This is an optimization exercise on Yosys and OpenROAD, whose aim is small area, a short achievable clock period and few clock cycles per item, not a production implementation.
Only simulation tests tie the RTL to the original design; equivalence was not proved.
No activity file was given, so power comes from the tool's default toggle rates.

==> flow/design.v <==
package mips_pkg;
    typedef logic [31:0] word_t;       
    typedef logic [4:0]  reg_addr_t;   
    localparam int REG_COUNT = 32;     
    localparam logic [5:0] OP_RTYPE = 6'h00;
    localparam logic [5:0] OP_J     = 6'h02;
    localparam logic [5:0] OP_BEQ   = 6'h04;
    localparam logic [5:0] OP_ADDI  = 6'h08;
    localparam logic [5:0] OP_LW    = 6'h23;
    localparam logic [5:0] OP_SW    = 6'h2b;
    localparam logic [5:0] FN_ADD = 6'h20;
    localparam logic [5:0] FN_SUB = 6'h22;
    localparam logic [5:0] FN_AND = 6'h24;
    localparam logic [5:0] FN_OR  = 6'h25;
    localparam logic [5:0] FN_SLT = 6'h2a;
endpackage
`timescale 1ns/1ps
module reg_file
(
    input  logic        clk,
    input  logic        reset,
    input  logic [4:0]  rs_addr,
    input  logic [4:0]  rt_addr,
    input  logic        wr_en,       
    input  logic [4:0]  wr_addr,
    input  logic [31:0] wr_data,
    output logic [31:0] rs_data,
    output logic [31:0] rt_data
);
    logic [31:1][31:0] regs;
    logic [31:1]       valid;
    logic [31:1]       we;
    logic [31:1]       sel_s, sel_t;
    always_comb begin
        for (int i = 1; i < 32; i++) begin
            we[i]    = wr_en && (wr_addr == 5'(i));
            sel_s[i] = valid[i] && (rs_addr == 5'(i));
            sel_t[i] = valid[i] && (rt_addr == 5'(i));
        end
    end
    always_ff @(posedge clk) begin
        for (int i = 1; i < 32; i++) begin
            if (we[i]) regs[i] <= wr_data;
        end
    end
    always_ff @(posedge clk) begin
        if (reset) valid <= '0;
        else       valid <= valid | we;
    end
    always_comb begin
        rs_data = '0;
        rt_data = '0;
        for (int i = 1; i < 32; i++) begin
            rs_data = rs_data | ({32{sel_s[i]}} & regs[i]);
            rt_data = rt_data | ({32{sel_t[i]}} & regs[i]);
        end
    end
endmodule
`timescale 1ns/1ps
module data_mem
#(
    parameter int WORDS = 64,
    parameter int AW    = $clog2(WORDS)
) (
    input  logic          clk,
    input  logic          reset,
    input  logic [AW-1:0] addr,
    input  logic          wr_en,
    input  logic [31:0]   wr_data,
    output logic [31:0]   rd_data
);
    logic [WORDS-1:0][31:0] mem;
    logic [WORDS-1:0]       valid;
    logic [WORDS-1:0]       hit;
    logic [WORDS-1:0]       we;
    always_comb begin
        for (int i = 0; i < WORDS; i++) begin
            hit[i] = (addr == AW'(i));
            we[i]  = wr_en && hit[i];
        end
    end
    always_ff @(posedge clk) begin
        for (int i = 0; i < WORDS; i++) begin
            if (we[i]) mem[i] <= wr_data;
        end
    end
    always_ff @(posedge clk) begin
        if (reset) valid <= '0;
        else       valid <= valid | we;
    end
    always_comb begin
        rd_data = '0;
        for (int i = 0; i < WORDS; i++) begin
            rd_data = rd_data | ({32{hit[i] && valid[i]}} & mem[i]);
        end
    end
endmodule
`timescale 1ns/1ps
import mips_pkg::*;
module mips_core
#(
    parameter logic [31:0] RESET_PC   = 32'h0000_0000,
    parameter int          DMEM_WORDS = 64
) (
    input  logic        clk,
    input  logic        reset,
    output logic [31:0] imem_addr,
    input  logic [31:0] imem_data,
    output logic        wb_en,
    output logic [4:0]  wb_addr,
    output logic [31:0] wb_data
);
    localparam int DAW = $clog2(DMEM_WORDS);
    localparam int PW  = 5;          
    logic [31:2] pc;
    logic [31:2] pc4;
    logic [31:2] f_btarget;
    logic        f_is_j, f_beq, f_pt;
    logic [PW-1:0] f_idx;
    logic [(1<<PW)-1:0] bp;
    logic        stall;
    logic        e_redirect;
    logic [31:2] e_alt;
    assign imem_addr = {pc, 2'b00};
    assign pc4       = pc + 30'd1;
    assign f_is_j    = (imem_data[31:26] == OP_J);
    assign f_beq     = (imem_data[31:26] == OP_BEQ);
    assign f_idx     = pc[PW+1:2];
    assign f_pt      = f_beq && (imem_data[25:21] == imem_data[20:16] || bp[f_idx]);
    logic [16:0] bt_lo;
    logic [31:18] hi_p1, hi_m1;
    assign bt_lo  = {1'b0, pc4[17:2]} + {1'b0, imem_data[15:0]};
    assign hi_p1  = pc4[31:18] + 14'd1;
    assign hi_m1  = pc4[31:18] - 14'd1;
    logic s_p1, s_m1, s_0;
    assign s_p1 = !imem_data[15] &&  bt_lo[16];
    assign s_m1 =  imem_data[15] && !bt_lo[16];
    assign s_0  = !(s_p1 || s_m1);
    assign f_btarget[17:2]  = bt_lo[15:0];
    assign f_btarget[31:18] = ({14{s_p1}} & hi_p1) | ({14{s_m1}} & hi_m1) | ({14{s_0}} & pc4[31:18]);
    logic [31:2] seq_pc, f_tgt, pc_next;
    logic        f_take;
    assign seq_pc  = stall ? pc : pc4;
    assign f_take  = !stall && (f_is_j || f_pt);
    assign f_tgt   = f_is_j ? {pc4[31:28], imem_data[25:0]} : f_btarget;
    assign pc_next = e_redirect ? e_alt : (f_take ? f_tgt : seq_pc);
    always_ff @(posedge clk) begin
        if (reset) pc <= RESET_PC[31:2];
        else       pc <= pc_next;
    end
    logic        d_valid, d_pt;
    logic [31:0] d_ir;
    logic [31:2] d_alt;
    logic [PW-1:0] d_idx;
    always_ff @(posedge clk) begin
        if (reset || e_redirect) d_valid <= 1'b0;
        else if (!stall)         d_valid <= 1'b1;
    end
    always_ff @(posedge clk) begin
        if (!stall) begin
            d_ir  <= imem_data;
            d_alt <= f_pt ? pc4 : f_btarget;
            d_pt  <= f_pt;
            d_idx <= f_idx;
        end
    end
    logic [5:0]  d_op, d_fn;
    logic [4:0]  d_rs, d_rt, d_rd, d_dest;
    logic        d_rtype, d_rtype_ok, d_addi, d_lw, d_sw, d_beq, d_write;
    logic        d_use_rs, d_use_rt;
    logic [31:0] rf_rs, rf_rt, d_a, d_b;
    assign d_op = d_ir[31:26];
    assign d_fn = d_ir[5:0];
    assign d_rs = d_ir[25:21];
    assign d_rt = d_ir[20:16];
    assign d_rd = d_ir[15:11];
    assign d_rtype    = (d_op == OP_RTYPE);
    assign d_rtype_ok = d_rtype &&
                        (d_fn == FN_ADD || d_fn == FN_SUB || d_fn == FN_AND ||
                         d_fn == FN_OR  || d_fn == FN_SLT);
    assign d_addi   = (d_op == OP_ADDI);
    assign d_lw     = (d_op == OP_LW);
    assign d_sw     = (d_op == OP_SW);
    assign d_beq    = (d_op == OP_BEQ);
    assign d_write  = d_rtype_ok || d_addi || d_lw;
    assign d_dest   = d_rtype_ok ? d_rd : d_rt;
    assign d_use_rs = d_rtype_ok || d_addi || d_lw || d_sw || d_beq;
    assign d_use_rt = d_rtype_ok || d_sw || d_beq;
    logic        e_lw, e_live, m_live;
    logic [4:0]  e_dest, m_dest;
    logic [4:0]  wi_addr;
    logic [31:0] wi_data;
    logic        w_live;
    assign w_live = (wi_addr != 5'd0);
    assign stall = d_valid && e_lw && e_live &&
                   ((d_use_rs && e_dest == d_rs) || (d_use_rt && e_dest == d_rt));
    reg_file u_rf (
        .clk     (clk),
        .reset   (reset),
        .rs_addr (d_rs),
        .rt_addr (d_rt),
        .wr_en   (w_live),
        .wr_addr (wi_addr),
        .wr_data (wi_data),
        .rs_data (rf_rs),
        .rt_data (rf_rt)
    );
    assign d_a = (wi_addr == d_rs) ? wi_data : rf_rs;
    assign d_b = (wi_addr == d_rt) ? wi_data : rf_rt;
    logic        e_write, e_sw, e_beq;
    logic        e_add, e_sub, e_and, e_or, e_slt;
    logic        e_sa_m, e_sa_w, e_sa_r;
    logic        e_sb_mp, e_sb_mn, e_sb_wp, e_sb_wn, e_sb_r;
    logic        e_st_m, e_st_w, e_st_r;
    logic [31:0] e_a, e_b, e_bx;
    logic        e_pt;
    logic [PW-1:0] e_idx;
    logic        d_sub, d_imm_src, d_fm_s, d_fm_t, d_fw_s, d_fw_t;
    logic [31:0] d_imm;
    assign d_sub     = d_rtype_ok && (d_fn == FN_SUB);
    assign d_imm_src = !d_rtype;
    assign d_imm     = {{16{d_ir[15]}}, d_ir[15:0]};
    assign d_fm_s    = e_live && !e_lw && (e_dest == d_rs);
    assign d_fm_t    = e_live && !e_lw && (e_dest == d_rt);
    assign d_fw_s    = m_live && (m_dest == d_rs);
    assign d_fw_t    = m_live && (m_dest == d_rt);
    always_ff @(posedge clk) begin
        if (reset || e_redirect || !d_valid || stall) begin
            e_write <= 1'b0;
            e_live  <= 1'b0;
            e_lw    <= 1'b0;
            e_sw    <= 1'b0;
            e_beq   <= 1'b0;
        end else begin
            e_write <= d_write;
            e_live  <= d_write && (d_dest != 5'd0);
            e_lw    <= d_lw;
            e_sw    <= d_sw;
            e_beq   <= d_beq;
        end
    end
    always_ff @(posedge clk) begin
        e_add   <= !(d_rtype_ok && (d_fn == FN_SUB || d_fn == FN_AND ||
                                    d_fn == FN_OR  || d_fn == FN_SLT));
        e_sub   <= d_sub;
        e_and   <= d_rtype_ok && (d_fn == FN_AND);
        e_or    <= d_rtype_ok && (d_fn == FN_OR);
        e_slt   <= d_rtype_ok && (d_fn == FN_SLT);
        e_sa_m  <= d_fm_s;
        e_sa_w  <= !d_fm_s && d_fw_s;
        e_sa_r  <= !d_fm_s && !d_fw_s;
        e_sb_mp <= !d_imm_src && d_fm_t && !d_sub;
        e_sb_mn <= !d_imm_src && d_fm_t && d_sub;
        e_sb_wp <= !d_imm_src && !d_fm_t && d_fw_t && !d_sub;
        e_sb_wn <= !d_imm_src && !d_fm_t && d_fw_t && d_sub;
        e_sb_r  <= d_imm_src || (!d_fm_t && !d_fw_t);
        e_st_m  <= d_fm_t;
        e_st_w  <= !d_fm_t && d_fw_t;
        e_st_r  <= !d_fm_t && !d_fw_t;
        e_dest  <= d_dest;
        e_a     <= d_a;
        e_b     <= d_b;
        e_bx    <= (d_imm_src ? d_imm : d_b) ^ {32{d_sub}};
        e_alt   <= d_alt;
        e_pt    <= d_pt;
        e_idx   <= d_idx;
    end
    logic [31:0] m_res;
    logic [31:0] a, rt_v, bx, sum, alu;
    logic        slt, e_eq;
    assign a    = ({32{e_sa_m}} & m_res) | ({32{e_sa_w}} & wi_data) | ({32{e_sa_r}} & e_a);
    assign rt_v = ({32{e_st_m}} & m_res) | ({32{e_st_w}} & wi_data) | ({32{e_st_r}} & e_b);
    assign bx   = ({32{e_sb_mp}} & m_res)   | ({32{e_sb_mn}} & ~m_res) |
                  ({32{e_sb_wp}} & wi_data) | ({32{e_sb_wn}} & ~wi_data) |
                  ({32{e_sb_r}}  & e_bx);
    assign sum  = a + bx + {31'd0, e_sub};
    assign slt  = $signed(a) < $signed(rt_v);
    assign alu  = ({32{e_add | e_sub}} & sum) | ({32{e_and}} & (a & bx)) |
                  ({32{e_or}} & (a | bx)) | {31'd0, e_slt & slt};
    assign e_eq       = (a == rt_v);
    assign e_redirect = e_beq && (e_eq != e_pt);
    always_ff @(posedge clk) begin
        if (reset)      bp <= '0;
        else if (e_beq) bp[e_idx] <= e_eq;
    end
    logic        m_write, m_lw, m_sw;
    logic [31:0] m_sd;
    always_ff @(posedge clk) begin
        if (reset) begin
            m_write <= 1'b0;
            m_live  <= 1'b0;
            m_sw    <= 1'b0;
        end else begin
            m_write <= e_write;
            m_live  <= e_live;
            m_sw    <= e_sw;
        end
    end
    always_ff @(posedge clk) begin
        m_lw   <= e_lw;
        m_dest <= e_dest;
        m_res  <= alu;
        m_sd   <= rt_v;
    end
    logic [31:0] ld;
    data_mem #(.WORDS(DMEM_WORDS)) u_dmem (
        .clk     (clk),
        .reset   (reset),
        .addr    (m_res[DAW+1:2]),
        .wr_en   (m_sw),
        .wr_data (m_sd),
        .rd_data (ld)
    );
    logic [31:0] m_val;
    assign m_val = m_lw ? ld : m_res;
    always_ff @(posedge clk) begin
        if (reset) wb_en <= 1'b0;
        else       wb_en <= m_write;
    end
    always_ff @(posedge clk) begin
        wb_addr <= m_dest;
        wb_data <= m_val;
    end
    always_ff @(posedge clk) begin
        if (reset || !m_live) begin
            wi_addr <= '0;
            wi_data <= '0;
        end else begin
            wi_addr <= m_dest;
            wi_data <= m_val;
        end
    end
endmodule
==> flow/run.sh <==
#!/bin/bash
# synth_recipe.tcl (not shown) runs the flow's synth.tcl, then flattens the netlist and writes it again
# the make line also repeats each setting of config.mk as NAME=value (left out here)
make -C /OpenROAD-flow-scripts/flow DESIGN_CONFIG=/design/flow/config.mk WORK_HOME=/design/flow/orfs CLKGATE_MAP_FILE= SYNTH_SCRIPT=/design/flow/synth_recipe.tcl finish
==> flow/config.mk <==
export PLATFORM = sky130hd
export DESIGN_NAME = mips_core
export DESIGN_NICKNAME = mips_core
export VERILOG_FILES = /design/flow/design.v
export SDC_FILE = /design/flow/constraint.sdc
export NUM_CORES = 4
export LEC_CHECK = 0
export CAP_MARGIN = 20
export CORE_MARGIN = 2
export CORE_UTILIZATION = 35
export CTS_CLUSTER_DIAMETER = 60
export CTS_CLUSTER_SIZE = 30
export SETUP_SLACK_MARGIN = 4.7
export SLEW_MARGIN = 20
==> flow/constraint.sdc <==
create_clock -name core_clock -period 8.0 [get_ports {clk}]
set_input_delay 1.6000 -clock core_clock [delete_from_list [all_inputs] [get_ports {clk}]]
set_output_delay 1.6000 -clock core_clock [all_outputs]
set_load 0.01 [all_outputs]
==> flow_summary_export.csv <==
group,metric,value,unit
status,outcome,"complete, no violations",
pwr,power-per-cell-area,217,nW/um^2
clock_network,clock-root-buffer,"clkbuf_16",
global_route,pin_count_of_the_biggest_net_entering_global_routing,65,
setup_path,critical_path.startpoint_type,"flop",
setup_path,timing.critical_path.buf_inv,3,
clock_network,path_clk_slew,0.10,ns
sta,timing.clock.skew,0.0751,ns
drt,vias_per_cell,6.98,
final_layout,drive_gt1_share,23.0,%
final_layout,area.sequential,103000,sq um
sta,finalMaxSlewViolations,0,
final_layout,layout-area-overhead-vs-synth,22.0,%
sta,rsz0062_at_grt,"yes",
flow_run,max_cap_viols,0,
pwr,leakage,57.9,nW
setup_path,worst_ep_arrival_time,4.79,ns
setup_path,worst_setup_path_category,"flop to flop",
sta,finalHoldViolations,0,
drt,num_vias,107427,
yosys,yosys_warnings,3,
place,port-buffer-count,101,
setup_path,critical-path-top-delay-family,"compound AO/OA/AOI/OAI gates",
setup_path,critical_path.startpoint,"pc[2]",
sta,period_needed,3.97,ns
yosys,yosys.cell_count.top_type,"edfxtp_1",
floorplan,fp.dieH,635,um
sta,worstMarginPinSlew,1.28,ns
final_layout,final_cells,15389,
sta,min_period_over_period,49.6,%
final_layout,finalCoreUtilization,42.9,%
yosys,synth_cell_types,89,
drt,top_layer_used,"met5",
sta,max_freq,252,MHz
sta,finalSetupViolCount,0,
floorplan,design.portCount,104,
yosys,ys_seq_area_share,73.7,%
drt,remaining_drc_errors,0,
yosys,synth.top_cells.by_count,"edfxtp_1 (3108), a22oi_1 (911), clkbuf_1 (555), nor2_1 (517), a221oi_1 (489)",
drt,met2_wirelength,276,mm
drt,detail-route-antenna-nets,0,
pwr,ir_drop_worst_vdd,0.196,mV
drt,wl_met3,112,mm
yosys,syn-mean-instance-area,15.2,sq um
drt,route.detailed.wl_per_inst,43.4,um
setup_path,critical_path.max_fanout,6,
yosys,synth_top_area_share,67.1,%
yosys,post_synthesis_instance_total,9177,
setup_path,worstPathCellList,"ha_4, and4_4, nand4_1, xnor2_2, ha_1, buf_6, a21oi_4, o21ai_4, o41ai_4, a21oi_2, a21o_1, nand2_2, nand2b_4, ha_4, buf_6, a2bb2oi_2, inv_1, a221oi_2, nor3_1, a211oi_1, nor3_1",
yosys,ys_ff_latch,3572,
drt,first_pass_iters,13,
drt,drt-total-wl,667,mm
final_layout,final_layout_net_count,10035,
worst_hold_path,min_from,"d_alt[29]",
sta,fin_tns_setup,0,ns
setup_path,r2r-start,"pc[2]",
floorplan,start_util,35.1,%
floorplan,core_region_area,396000,sq um
clock_network,clk-insertion-delay-late,1.01,ns
worst_hold_path,hold_path.class,"flop to flop",
clock_network,tritoncts_clock_tree,"done",
place,gpl.final_weighted_congestion,0.930,
yosys,synth_area_leader_cell,"edfxtp_1",
setup_path,critical_path_required,8.82,ns
clock_network,cts_hold_repair.buffers,0,
yosys,synth-main-ff-cell,"edfxtp_1",
floorplan,dieArea,403000,sq um
drt,routedLengthMet1,212,mm
clock_network,cts_num_sinks,3572,
floorplan,placement_rows,231,
place,hpwlAfterDp,357,mm
yosys,async_reset_ff_share,0,%
yosys,synth.area.top_cells,"edfxtp_1 (67%), dfxtp_1 (6.7%), a22oi_1 (4.9%)",
place,place_worst_setup_slack,2.16,ns
yosys,mappedNetlistArea,139000,sq um
global_route,groute.usage.overall,31.6,%
setup_path,delay_of_the_slowest_critical_path_stage,0.39,ns
setup_path,cp_max_delay_cell,"dfxtp_4",
setup_path,ff2ff_setup_slack,4.03,ns
worst_hold_path,worst_hold_path.num_cells,0,
setup_path,worst_setup_path_end_kind,"flop",
global_route,grt_antenna_before_repair,49,
floorplan,die_width,635,um
clock_network,htree_levels,5,
drt,detailedRoute.firstIterationViolations,24742,
clock_network,clk_path_buf_depth,4,
clock_network,cts-buffers-inserted,276,
sta,relSlewSlack,14.6,%
final_layout,fillers,34774,
place,post_placement_cell_count,14242,
global_route,first_global_vias,97835,
worst_hold_path,hold_critical_path_endpoint,"e_alt[29]",
global_route,overflow,0,
sta,final.setup.worst_slack,4.03,ns
final_layout,area_of_the_multi_input_gates,38500,sq um
setup_path,worst_r2r_path_depth,21,
yosys,count_of_flip_flops_with_a_built_in_enable_after_synthesis,3108,
sta,whs,0.308,ns
setup_path,worst_r2r_endpoint,"pc[19]",
global_route,grt_first_pass_wirelength,866,mm
[metal layers]
layer	GRT usage [%]	vias up
met4	23.7	48
li1	-	39062
met1	37.6	52884
met3	12.0	3427
met2	46.2	12006
met5	0.531	-
[final cells by class]
class                      instances  share of cell area, %
tap                             5242                   3.86
antenna                           38                 0.0560
clock inverter                   219                   1.87
inverter                         135                  0.328
clock buffer                     292                   4.23
timing repair buffer            1056                   6.40
multi-input combinational       4835                   22.7
sequential                      3572                   60.6
[placed cells by master, fill, tap and decap left out, types with 43 or more instances in the layout]
cell,count
clkinv_8,43
mux2i_1,58
nand2b_1,46
a21oi_1,166
edfxtp_1,3108
buf_6,121
xor2_1,52
nand4_1,300
buf_12,99
nor2_4,128
dfxtp_4,62
nor3_1,65
a22oi_1,886
xnor2_1,80
dfxtp_1,375
clkbuf_16,294
a222oi_1,158
ha_1,88
nand3_1,264
o21ai_0,65
a221oi_1,444
a22o_1,455
and3_4,100
buf_4,663
inv_1,125
nand2_1,277
nor2_1,372
[timing repair]
item	4_1_cts	5_1_grt
endpoints found under the setup margin	1842	239
gates cloned	21	12
pin swaps	244	231
buffers inserted	399	166
hold endpoints to repair	0	0
gates resized for setup	967	381
[flip-flops by register name, summed over array words and instances, names as in the netlist, 5 cells and up]
register and cells:
pc 30, wb_data 32, d_alt 30, e_bx 32
u_rf.regs 992, e_idx 5, wi_addr 5, e_alt 30
m_sd 32, u_rf.valid 31, e_a 32, bp 32
e_b 32, m_res 32, u_dmem.valid 64, d_ir 32
u_dmem.mem 2048, e_dest 5, m_dest 5, wb_addr 5
wi_data 32, d_idx 5
[worst reg2reg max path: stages (launching register included)]
cell	delay, ns
dfxtp_4	0.39
ha_4	0.16
and4_4	0.26
nand4_1	0.15
xnor2_2	0.18
ha_1	0.32
buf_6	0.14
a21oi_4	0.18
o21ai_4	0.09
o41ai_4	0.34
a21oi_2	0.12
a21o_1	0.18
nand2_2	0.10
nand2b_4	0.07
ha_4	0.20
buf_6	0.12
a2bb2oi_2	0.14
inv_1	0.07
a221oi_2	0.28
nor3_1	0.09
a211oi_1	0.21
nor3_1	0.07
[how the worst max path moves through the flow]
stage | endpoint | cells after the start | slack, ns
2_1_floorplan | d_alt[25] | 17 | 3.36
3_3_place_gp | pc[19] | 20 | 2.08
3_5_place_dp | d_alt[25] | 18 | 2.16
4_1_cts | d_alt[25] | 17 | 4.05
5_1_grt | pc[19] | 21 | 3.88
6_report | pc[19] | 21 | 4.03
[kinds of logic (layout without fill, tap and decap cells)]
group,count (synthesis),after routing,synth area share (%)
XOR/XNOR,151,151,0.956
flip-flops,3572,3572,73.7
other,1,40,0.00269
adder cells (fa/ha/maj),125,125,1.14
multiplexers,84,84,0.710
buffers and inverters,779,1702,2.13
AND/OR/NAND/NOR,1934,1942,7.01
AO/OA/AOI/OAI,2531,2531,14.3
[report_power, final]
group	switching [mW]	internal, mW	leakage [nW]
combinational	0.571	0.371	18.7
sequential	0.130	20.1	34.2
clock	8.18	7.59	4.98
total	8.88	28.0	57.9
[through the flow]
stage	power, mW	instance area [sq um]
CTS	36.8	166000
global route	37.6	170000
floorplan	20.9	140000
detailed placement	21.3	149000
finish	36.9	170000
global placement	21.3	148000
Testbench counts, summed over its fixed seeds: cycles 60,055, instrs 57,031.

separate check: timing with driven ports:
The results above use ideal ports. As a check the final layout listed here was re-extracted and re-timed, cells and wires unchanged. Step 1 sets driving cells, clkbuf_16 on the clock port and buf_2 on the other inputs (assumed; they add their load-dependent delay and slew). Step 2 times the ports against the registers' clock, not the clock port: input delays grow and output delays shrink by t, the midpoint of the rising clock arrivals with the driver on. Slacks: ideal ports / drivers / drivers and shift; pairs: ideal ports / drivers.
t, ns: 1.079
setup slack, ns: 4.035 / 4.035 / 3.075
worst setup path after step 2: input to register
worst register clock-pin slew, ns: 0.11 / 0.11
worst slew at a driven data input, ns: 0.05
After both steps setup and hold are still met in this run. For this run, drivers alone change the setup slack by 0.000 ns; drivers and shift together by -0.960 ns.
